What follows belongs to an exercise in optimizing a design on an open flow for small area, a short achievable clock period and few clock cycles per item; a production flow would make more cautious choices. Function was checked by simulation only, so behaviour that the tests miss may differ from the original.

==> design/flow/design.v <==
package ex_isa_pkg;
    localparam int XLEN       = 32;
    localparam int SHAMT_W    = 5;
    localparam int REG_ADDR_W = 5;
    typedef logic [XLEN-1:0]       word_t;
    typedef logic [2*XLEN-1:0]     dword_t;
    typedef logic [REG_ADDR_W-1:0] reg_addr_t;
    typedef enum logic [7:0] {
        OP_NOP   = 8'b0000_0000,
        OP_AND   = 8'b0010_0100,
        OP_OR    = 8'b0010_0101,
        OP_XOR   = 8'b0010_0110,
        OP_NOR   = 8'b0010_0111,
        OP_SLL   = 8'b0111_1100,
        OP_SRL   = 8'b0000_0010,
        OP_SRA   = 8'b0000_0011,
        OP_MFHI  = 8'b0001_0000,
        OP_MTHI  = 8'b0001_0001,
        OP_MFLO  = 8'b0001_0010,
        OP_MTLO  = 8'b0001_0011,
        OP_SLT   = 8'b0010_1010,
        OP_SLTU  = 8'b0010_1011,
        OP_ADD   = 8'b0010_0000,
        OP_ADDU  = 8'b0010_0001,
        OP_SUB   = 8'b0010_0010,
        OP_SUBU  = 8'b0010_0011,
        OP_ADDI  = 8'b0101_0101,
        OP_ADDIU = 8'b0101_0110,
        OP_CLZ   = 8'b1011_0000,
        OP_CLO   = 8'b1011_0001,
        OP_MULT  = 8'b0001_1000,
        OP_MULTU = 8'b0001_1001,
        OP_MUL   = 8'b1010_1001,
        OP_MADD  = 8'b1010_0110,
        OP_MADDU = 8'b1010_1000,
        OP_MSUB  = 8'b1010_1010,
        OP_MSUBU = 8'b1010_1011
    } aluop_e;
    typedef enum logic [2:0] {
        SEL_NOP   = 3'b000,
        SEL_LOGIC = 3'b001,
        SEL_SHIFT = 3'b010,
        SEL_MOVE  = 3'b011,
        SEL_ARITH = 3'b100,
        SEL_MUL   = 3'b101
    } alusel_e;
endpackage
package ex_stage_pkg;
    typedef struct packed {
        logic [7:0]             aluop;
        logic [2:0]            alusel;
        logic [31:0]           reg1;
        logic [31:0]           reg2;
        logic [4:0]            wd;
        logic                  wreg;
    } ex_req_t;
    typedef struct packed {
        logic [4:0]            wd;
        logic                  wreg;
        logic [31:0]           wdata;
    } ex_wb_t;
    typedef struct packed {
        logic [31:0] hi;
        logic [31:0] lo;
    } hilo_half_t;
    typedef union packed {
        logic [63:0]            dword;
        hilo_half_t half;
    } hilo_u;
endpackage
module ex_bitwise (
    input  ex_isa_pkg::aluop_e aluop_i,
    input  ex_isa_pkg::word_t  reg1_i,
    input  ex_isa_pkg::word_t  reg2_i,
    output ex_isa_pkg::word_t  logic_o,
    output ex_isa_pkg::word_t  shift_o
);
    logic [ex_isa_pkg::SHAMT_W-1:0] shamt;
    assign shamt = reg1_i[ex_isa_pkg::SHAMT_W-1:0];
    always_comb begin
        case (aluop_i)
            ex_isa_pkg::OP_OR: begin
                logic_o = reg1_i | reg2_i;
            end
            ex_isa_pkg::OP_AND: begin
                logic_o = reg1_i & reg2_i;
            end
            ex_isa_pkg::OP_NOR: begin
                logic_o = ~(reg1_i | reg2_i);
            end
            ex_isa_pkg::OP_XOR: begin
                logic_o = reg1_i ^ reg2_i;
            end
            default: begin
                logic_o = '0;
            end
        endcase
    end
    always_comb begin
        case (aluop_i)
            ex_isa_pkg::OP_SLL: begin
                shift_o = reg2_i << shamt;
            end
            ex_isa_pkg::OP_SRL: begin
                shift_o = reg2_i >> shamt;
            end
            ex_isa_pkg::OP_SRA: begin
                shift_o = ex_isa_pkg::word_t'($signed(reg2_i) >>> shamt);
            end
            default: begin
                shift_o = '0;
            end
        endcase
    end
endmodule
module ex_arith (
    input  ex_isa_pkg::aluop_e aluop_i,
    input  ex_isa_pkg::word_t  reg1_i,
    input  ex_isa_pkg::word_t  reg2_i,
    output ex_isa_pkg::word_t  arith_o,
    output logic               overflow_o
);
    logic  do_sub;
    ex_isa_pkg::word_t reg2_mux;
    ex_isa_pkg::word_t sum;
    logic  lt_signed;
    logic  lt_unsigned;
    function automatic logic [5:0] lead_count(input ex_isa_pkg::word_t w, input logic val);
        logic [5:0] cnt;
        logic       done;
        cnt  = '0;
        done = 1'b0;
        for (int i = ex_isa_pkg::XLEN - 1; i >= 0; i--) begin
            if (!done) begin
                if (w[i] == val) begin
                    cnt = cnt + 1'b1;
                end else begin
                    done = 1'b1;
                end
            end
        end
        lead_count = cnt;
    endfunction
    assign do_sub   = ((aluop_i == ex_isa_pkg::OP_SUB) || (aluop_i == ex_isa_pkg::OP_SUBU) || (aluop_i == ex_isa_pkg::OP_SLT));
    assign reg2_mux = do_sub ? (~reg2_i + 1'b1) : reg2_i;
    assign sum      = reg1_i + reg2_mux;
    assign overflow_o = (reg1_i[ex_isa_pkg::XLEN-1] == (reg2_i[ex_isa_pkg::XLEN-1] ^ do_sub)) &&
                        (sum[ex_isa_pkg::XLEN-1] != reg1_i[ex_isa_pkg::XLEN-1]);
    assign lt_signed = (reg1_i[ex_isa_pkg::XLEN-1] && !reg2_i[ex_isa_pkg::XLEN-1]) ||
                       ((reg1_i[ex_isa_pkg::XLEN-1] == reg2_i[ex_isa_pkg::XLEN-1]) && sum[ex_isa_pkg::XLEN-1]);
    assign lt_unsigned = reg1_i < reg2_i;
    always_comb begin
        case (aluop_i)
            ex_isa_pkg::OP_ADD, ex_isa_pkg::OP_ADDU, ex_isa_pkg::OP_ADDI, ex_isa_pkg::OP_ADDIU, ex_isa_pkg::OP_SUB, ex_isa_pkg::OP_SUBU: begin
                arith_o = sum;
            end
            ex_isa_pkg::OP_SLT: begin
                arith_o = ex_isa_pkg::word_t'(lt_signed);
            end
            ex_isa_pkg::OP_SLTU: begin
                arith_o = ex_isa_pkg::word_t'(lt_unsigned);
            end
            ex_isa_pkg::OP_CLZ: begin
                arith_o = ex_isa_pkg::word_t'(lead_count(reg1_i, 1'b0));
            end
            ex_isa_pkg::OP_CLO: begin
                arith_o = ex_isa_pkg::word_t'(lead_count(reg1_i, 1'b1));
            end
            default: begin
                arith_o = '0;
            end
        endcase
    end
endmodule
module ex_mul (
    input  logic                clk,
    input  logic                rst_i,
    input  logic                valid_i,
    input  ex_isa_pkg::aluop_e  aluop_i,
    input  ex_isa_pkg::word_t   reg1_i,
    input  ex_isa_pkg::word_t   reg2_i,
    input  ex_stage_pkg::hilo_u hilo_i,
    output logic                stall_o,
    output ex_isa_pkg::word_t   mul_lo_o,
    output logic                hilo_we_o,
    output ex_stage_pkg::hilo_u hilo_wdata_o
);
    logic   is_signed;
    logic   is_acc;
    logic   is_sub;
    logic   phase_q;
    ex_isa_pkg::word_t  op1;
    ex_isa_pkg::word_t  op2;
    ex_isa_pkg::dword_t prod_mag;
    ex_isa_pkg::dword_t prod;
    ex_isa_pkg::dword_t acc_q;
    assign is_signed = ((aluop_i == ex_isa_pkg::OP_MUL) || (aluop_i == ex_isa_pkg::OP_MULT) || (aluop_i == ex_isa_pkg::OP_MADD) || (aluop_i == ex_isa_pkg::OP_MSUB));
    assign is_acc    = ((aluop_i == ex_isa_pkg::OP_MADD) || (aluop_i == ex_isa_pkg::OP_MADDU) || (aluop_i == ex_isa_pkg::OP_MSUB) || (aluop_i == ex_isa_pkg::OP_MSUBU));
    assign is_sub    = ((aluop_i == ex_isa_pkg::OP_MSUB) || (aluop_i == ex_isa_pkg::OP_MSUBU));
    assign op1      = (is_signed && reg1_i[ex_isa_pkg::XLEN-1]) ? -reg1_i : reg1_i;
    assign op2      = (is_signed && reg2_i[ex_isa_pkg::XLEN-1]) ? -reg2_i : reg2_i;
    assign prod_mag = ex_isa_pkg::dword_t'(op1) * ex_isa_pkg::dword_t'(op2);
    assign prod     = (is_signed && (reg1_i[ex_isa_pkg::XLEN-1] ^ reg2_i[ex_isa_pkg::XLEN-1])) ? -prod_mag : prod_mag;
    assign mul_lo_o = prod[ex_isa_pkg::XLEN-1:0];
    assign stall_o = is_acc && !phase_q;
    always_ff @(posedge clk) begin
        if (rst_i) begin
            phase_q <= 1'b0;
        end else if (phase_q && valid_i) begin
            phase_q <= 1'b0;
        end else if (!phase_q && valid_i && is_acc) begin
            phase_q <= 1'b1;
        end
    end
    always_ff @(posedge clk) begin
        if (valid_i && is_acc && !phase_q) begin
            acc_q <= is_sub ? -prod : prod;
        end
    end
    always_comb begin
        hilo_we_o          = 1'b0;
        hilo_wdata_o.dword = prod;
        if (((aluop_i == ex_isa_pkg::OP_MULT) || (aluop_i == ex_isa_pkg::OP_MULTU))) begin
            hilo_we_o = 1'b1;
        end else if (is_acc && phase_q) begin
            hilo_we_o          = 1'b1;
            hilo_wdata_o.dword = acc_q + hilo_i.dword;
        end
    end
endmodule
module ex_hilo (
    input  logic                clk,
    input  logic                rst_i,
    input  logic                en_i,
    input  ex_isa_pkg::aluop_e  aluop_i,
    input  ex_isa_pkg::word_t   reg1_i,
    input  logic                mul_we_i,
    input  ex_stage_pkg::hilo_u mul_hilo_i,
    output ex_stage_pkg::hilo_u hilo_o
);
    ex_stage_pkg::hilo_u hilo_q;
    ex_stage_pkg::hilo_u hilo_d;
    logic  write;
    always_comb begin
        hilo_d = hilo_q;
        write  = 1'b0;
        if (mul_we_i) begin
            hilo_d = mul_hilo_i;
            write  = 1'b1;
        end else begin
            case (aluop_i)
                ex_isa_pkg::OP_MTHI: begin
                    hilo_d.half.hi = reg1_i;
                    write          = 1'b1;
                end
                ex_isa_pkg::OP_MTLO: begin
                    hilo_d.half.lo = reg1_i;
                    write          = 1'b1;
                end
                default: begin
                    write = 1'b0;
                end
            endcase
        end
    end
    always_ff @(posedge clk) begin
        if (rst_i) begin
            hilo_q <= '0;
        end else if (en_i && write) begin
            hilo_q <= hilo_d;
        end
    end
    assign hilo_o = hilo_q;
endmodule
module ex_stage (
    input  logic                  clk,
    input  logic                  rst_i,
    input  logic                  valid_i,
    input  ex_stage_pkg::ex_req_t req_i,
    output logic                  stall_o,
    output logic                  wb_valid_o,
    output ex_stage_pkg::ex_wb_t  wb_o
);
    logic   accept;
    ex_isa_pkg::word_t  logic_res;
    ex_isa_pkg::word_t  shift_res;
    ex_isa_pkg::word_t  arith_res;
    ex_isa_pkg::word_t  move_res;
    ex_isa_pkg::word_t  mul_lo;
    logic   overflow;
    logic   ovf_cancel;
    logic   hilo_we;
    ex_stage_pkg::hilo_u  hilo_wdata;
    ex_stage_pkg::hilo_u  hilo;
    ex_stage_pkg::ex_wb_t wb_d;
    assign accept = valid_i && !stall_o;
    ex_bitwise i_ex_bitwise (
        .aluop_i (req_i.aluop),
        .reg1_i  (req_i.reg1),
        .reg2_i  (req_i.reg2),
        .logic_o (logic_res),
        .shift_o (shift_res)
    );
    ex_arith i_ex_arith (
        .aluop_i    (req_i.aluop),
        .reg1_i     (req_i.reg1),
        .reg2_i     (req_i.reg2),
        .arith_o    (arith_res),
        .overflow_o (overflow)
    );
    ex_mul i_ex_mul (
        .clk          (clk),
        .rst_i        (rst_i),
        .valid_i      (valid_i),
        .aluop_i      (req_i.aluop),
        .reg1_i       (req_i.reg1),
        .reg2_i       (req_i.reg2),
        .hilo_i       (hilo),
        .stall_o      (stall_o),
        .mul_lo_o     (mul_lo),
        .hilo_we_o    (hilo_we),
        .hilo_wdata_o (hilo_wdata)
    );
    ex_hilo i_ex_hilo (
        .clk        (clk),
        .rst_i      (rst_i),
        .en_i       (accept),
        .aluop_i    (req_i.aluop),
        .reg1_i     (req_i.reg1),
        .mul_we_i   (hilo_we),
        .mul_hilo_i (hilo_wdata),
        .hilo_o     (hilo)
    );
    assign move_res = (req_i.aluop == ex_isa_pkg::OP_MFHI) ? hilo.half.hi :
                      (req_i.aluop == ex_isa_pkg::OP_MFLO) ? hilo.half.lo : '0;
    assign ovf_cancel = overflow && (((req_i.aluop == ex_isa_pkg::OP_ADD) || (req_i.aluop == ex_isa_pkg::OP_ADDI) || (req_i.aluop == ex_isa_pkg::OP_SUB)));
    always_comb begin
        wb_d.wd   = req_i.wd;
        wb_d.wreg = req_i.wreg && !ovf_cancel;
        case (req_i.alusel)
            ex_isa_pkg::SEL_LOGIC: wb_d.wdata = logic_res;
            ex_isa_pkg::SEL_SHIFT: wb_d.wdata = shift_res;
            ex_isa_pkg::SEL_MOVE:  wb_d.wdata = move_res;
            ex_isa_pkg::SEL_ARITH: wb_d.wdata = arith_res;
            ex_isa_pkg::SEL_MUL:   wb_d.wdata = mul_lo;
            default:   wb_d.wdata = '0;
        endcase
    end
    always_ff @(posedge clk) begin
        if (rst_i) begin
            wb_valid_o <= 1'b0;
            wb_o.wreg  <= 1'b0;
        end else begin
            wb_valid_o <= accept;
            if (accept) begin
                wb_o <= wb_d;
            end
        end
    end
endmodule
module ex_stage_top (
    input  logic        clk,
    input  logic        rst_i,
    input  logic        valid_i,
    input  logic [7:0]  req_aluop_i,
    input  logic [2:0]  req_alusel_i,
    input  logic [31:0] req_reg1_i,
    input  logic [31:0] req_reg2_i,
    input  logic [4:0]  req_wd_i,
    input  logic        req_wreg_i,
    output logic        stall_o,
    output logic        wb_valid_o,
    output logic [4:0]  wb_wd_o,
    output logic        wb_wreg_o,
    output logic [31:0] wb_wdata_o
);
    ex_stage_pkg::ex_req_t req;
    ex_stage_pkg::ex_wb_t  wb;
    assign req.aluop  = req_aluop_i;
    assign req.alusel = req_alusel_i;
    assign req.reg1   = req_reg1_i;
    assign req.reg2   = req_reg2_i;
    assign req.wd     = req_wd_i;
    assign req.wreg   = req_wreg_i;
    ex_stage i_ex_stage (
        .clk        (clk),
        .rst_i      (rst_i),
        .valid_i    (valid_i),
        .req_i      (req),
        .stall_o    (stall_o),
        .wb_valid_o (wb_valid_o),
        .wb_o       (wb)
    );
    assign wb_wd_o    = wb.wd;
    assign wb_wreg_o  = wb.wreg;
    assign wb_wdata_o = wb.wdata;
endmodule
==> design/flow/run.sh <==
#!/bin/bash
# synth_recipe.tcl (not shown) runs the flow's synth.tcl, then flattens the netlist and writes it again
# the make line also repeats each setting of config.mk as NAME=value (left out here)
make -C /OpenROAD-flow-scripts/flow DESIGN_CONFIG=/design/flow/config.mk WORK_HOME=/design/flow/orfs CLKGATE_MAP_FILE= SYNTH_SCRIPT=/design/flow/synth_recipe.tcl finish
==> design/flow/config.mk <==
export PLATFORM = sky130hd
export DESIGN_NAME = ex_stage_top
export DESIGN_NICKNAME = ex_stage_top
export VERILOG_FILES = /design/flow/design.v
export SDC_FILE = /design/flow/constraint.sdc
export NUM_CORES = 4
export LEC_CHECK = 0
export CAP_MARGIN = 20
export CORE_MARGIN = 2
export CORE_UTILIZATION = 40
export SLEW_MARGIN = 20
==> design/flow/constraint.sdc <==
create_clock -name core_clock -period 18.5 [get_ports {clk}]
set_input_delay 3.7000 -clock core_clock [delete_from_list [all_inputs] [get_ports {clk}]]
set_output_delay 3.7000 -clock core_clock [all_outputs]
set_load 0.01 [all_outputs]
==> impl_metrics.tcl <==
set metrics [dict create \
    cts_tree "built" \
    clkSinkCount 168 \
    ios 124 \
    wl_mm 267 \
    gr-total-overflow 0 \
    clk_latency_ps 510 \
    skew_ps 23.2 \
    ys_ff_latch 168 \
    synth_warnings 5 \
    crit_buf_inv 6 \
    cp.required_ps 18740 \
    grt_pass1_wl_mm 393 \
    port_buffers 123 \
    die_h_um 400 \
    crit_path_max_incr_delay_ps 560 \
    arrival_ps 18030 \
    maxSlewHeadroom_pct 17.5 \
    period_minus_slack_ps 17780 \
    cp-start-kind "primary input" \
    grt_pass1_vias 59900 \
    num_vias 60000 \
    fin_nets 9695 \
    finalHoldViolations 0 \
    gp_congestion 1.08 \
    crit_type "primary input to register" \
    synth_area_per_cell_um2 7.84 \
    wl_per_cell_um 26.0 \
    worst_pin_slew_ps 1220 \
    cap_violations 0 \
    final_util_pct 44.9 \
    htree_levels 4 \
    cpMostUsedCell "or3_1" \
    hold_slack_ps 484 \
    syn_area_mm2 0.0626 \
    synth_seq_area_share_pct 6.98 \
    holdPathStages 2 \
    synth_enable_flop_cells 101 \
    reg2regPathDepth 22 \
    core_mm2 0.156 \
    drc 0 \
    clockBufferDepth 2 \
    fmax_mhz 56.2 \
    dieArea_mm2 0.160 \
    first_pass_iters 6 \
    ys_types 120 \
    slowest_stage "fa_1" \
    synth_cells 7988 \
    die_x_um 400 \
    area_growth_pct 11.8 \
    antenna_found_initial 16 \
    async_flop_share_pct 0 \
    worst_hold_path_type "register to register" \
    setup-violations-final 0 \
    crit_fanout 7 \
    path_clk_slew_ps 80 \
    grt.total_usage_pct 33.2 \
    critical_path.top_delay_family "simple AND/OR/NAND/NOR gates" \
    cts_inserted_buffers 17 \
    fin_crit_sh_pct 96.1 \
    ant_nets 0 \
    endpoint_kind "register" \
    grt_max_degree 74 \
    cts-root-buf "clkbuf_16" \
    drv_slew 0 \
    initial_utilization_pct 40.2 \
    postSynthNetCount 9482 \
    postCtsHoldBufs 0 \
    drtIter0Drc 5944 \
    viasPerCell 5.83 \
    status "complete, no violations" \
    num_rows 145 \
    drive_above_1_share_pct 9.44 \
    cp.depth 46 \
    synthFlopType "edfxtp_1" \
    dp_hpwl_mm 217 \
]
-- per-stage QoR --
| stage | cell area, um^2 | std cells | setup WS, ps | TNS, ps |
|---|---|---|---|---|
| after global placement | 69100 | 10200 | -305 | -507 |
| final | 70000 | 10300 | 717 | 0 |
| after CTS | 69700 | 10300 | 24.8 | 0 |
| after global routing | 70000 | 10300 | -65.1 | -65.1 |
| after floorplan | 62600 | 7988 | 891 | 0 |
| after detailed placement | 69100 | 10200 | -463 | -1260 |
-- Yosys cell counts, types with 31 or more instances --
master	count	share of area, %
a211oi_1	65	0.78
a21o_1	98	1.2
a21oi_1	375	3.0
a22oi_1	52	0.62
a31oi_1	47	0.47
and2_1	115	1.1
and3_1	46	0.46
buf_1	38	0.23
clkbuf_1	359	2.2
dfxtp_1	67	2.1
edfxtp_1	101	4.8
fa_1	898	29
ha_1	512	10
inv_1	1141	6.8
mux2i_1	139	2.2
nand2_1	1251	7.5
nand2b_1	51	0.51
nand3_1	102	0.81
nand4_1	46	0.46
nor2_1	714	4.3
nor2b_1	53	0.53
nor3_1	139	1.1
nor4_1	35	0.35
o211ai_1	42	0.50
o21a_1	38	0.46
o21ai_0	356	2.8
o22ai_1	31	0.31
o31ai_1	37	0.44
or3_1	47	0.47
xnor2_1	377	5.3
xor2_1	124	1.7
-- worst register-to-register path: stages (launching register included) --
cell and delay (ps):
edfxtp_1 410, ha_1 300, a21o_1 160, a21oi_1 220, o21ai_0 130, a21o_1 230, a2111oi_0 960, o31ai_1 400
a22o_1 360, a41o_1 280, a221oi_1 540, a31oi_1 230, a21oi_1 290, o21bai_1 170, a211oi_1 330, nand2b_1 240
o21ai_0 260, a211oi_1 530, nor4bb_1 130, nor3_1 330, xnor2_1 120, a21oi_1 150, nor3_1 60
-- cell usage in the layout, fill, tap and decap left out, types with 47 or more instances in the layout --
cell type,Yosys,routed
nand3_1,102,102
clkdlybuf4s50_1,0,111
a211oi_1,65,61
xor2_1,124,124
nand2_1,1251,1248
nor2b_1,53,53
xnor2_1,377,315
mux2i_1,139,137
edfxtp_1,101,101
fa_1,898,898
a21o_1,98,97
ha_1,512,510
buf_4,6,477
nor3_1,139,133
a22oi_1,52,52
dfxtp_1,67,67
or3_1,47,47
inv_1,1141,1139
xnor2_2,8,67
nor2_1,714,709
nand2b_1,51,51
a21oi_1,375,364
and2_1,115,114
a31oi_1,47,47
o21ai_0,356,336
-- per-layer routing --
metal	routed length, um	global-route usage [%]	vias up	part of all wire [%]
met5	0	0	-	0
met4	19900	20.7	0	7.4
met3	24000	5.71	746	9.0
met2	122000	53.1	3019	46
met1	102000	41.7	29700	38
li1	-	-	26400	-
-- state kept, by name, summed over array words and instances, names as in the netlist --
name	count
i_ex_stage.i_ex_mul.phase_q	1
i_ex_stage.wb_valid_o	1
i_ex_stage.i_ex_mul.acc_q	64
i_ex_stage.wb_o	38
i_ex_stage.i_ex_hilo.hilo_q	64
-- area by class of cell --
type,instances,area [um^2]
inverter,1152,4320
tap,2058,2570
multi-input combinational,6251,53100
fill,15700,85800
timing repair buffer,611,5010
clock buffer,17,425
antenna,7,17.5
clock inverter,15,175
sequential,168,4370
-- kinds of logic (layout without fill, tap and decap cells) --
group                    Yosys count  after routing  synth area share, %
other                              0              7                    0
XOR/XNOR                         529            529                 7.96
AO/OA/AOI/OAI                   1413           1413                 14.4
flip-flops                       168            168                 6.98
adder cells (fa/ha/maj)         1412           1412                 39.0
buffers and inverters           1569           1795                 9.46
multiplexers                     160            160                 2.71
AND/OR/NAND/NOR                 2737           2737                 19.5
-- worst paths after layout --
check	startpoint	end	slack, ps
hold reg to reg	i_ex_stage.i_ex_hilo.hilo_q[22]	i_ex_stage.i_ex_hilo.hilo_q[22]	480
hold / removal	i_ex_stage.i_ex_hilo.hilo_q[22]	i_ex_stage.i_ex_hilo.hilo_q[22]	480
setup / recovery	req_reg2_i[2]	i_ex_stage.i_ex_mul.acc_q[63]	720
setup reg to reg	i_ex_stage.i_ex_mul.acc_q[1]	i_ex_stage.i_ex_hilo.hilo_q[63]	11530
-- timing repair --
action,in CTS,in global routing
resized for setup,0,71
setup buffers,0,12
setup endpoints to repair,0,21
Testbench counts, summed over its fixed seeds: cycles 17,105, items 16,000.

[static timing again, ports no longer ideal]
The flow's constraints put no driver on any port. The routed layout listed below was extracted and timed again, unchanged, in two steps.
Step 1 sets driving cells, clkbuf_16 on the clock port and buf_2 on the other inputs (assumed; they add their load-dependent delay and slew).
Step 2 moves the port delays by t, midway between the first and last clock arrival at a register: inputs arrive t later, outputs are due t later. That takes back most of the time a late clock gives input paths.
a / b / c = ideal / step 1 / step 2; a / b = the first two.
shift t [ns]: 0.548
setup slack, ns: 0.717 / 0.742 / 0.194
clock arrival spread, ns: 0.023 / 0.024
After both steps setup and hold are still met in this run. The setup slack of this run moves by +0.025 ns with the drivers and by -0.523 ns with both steps.
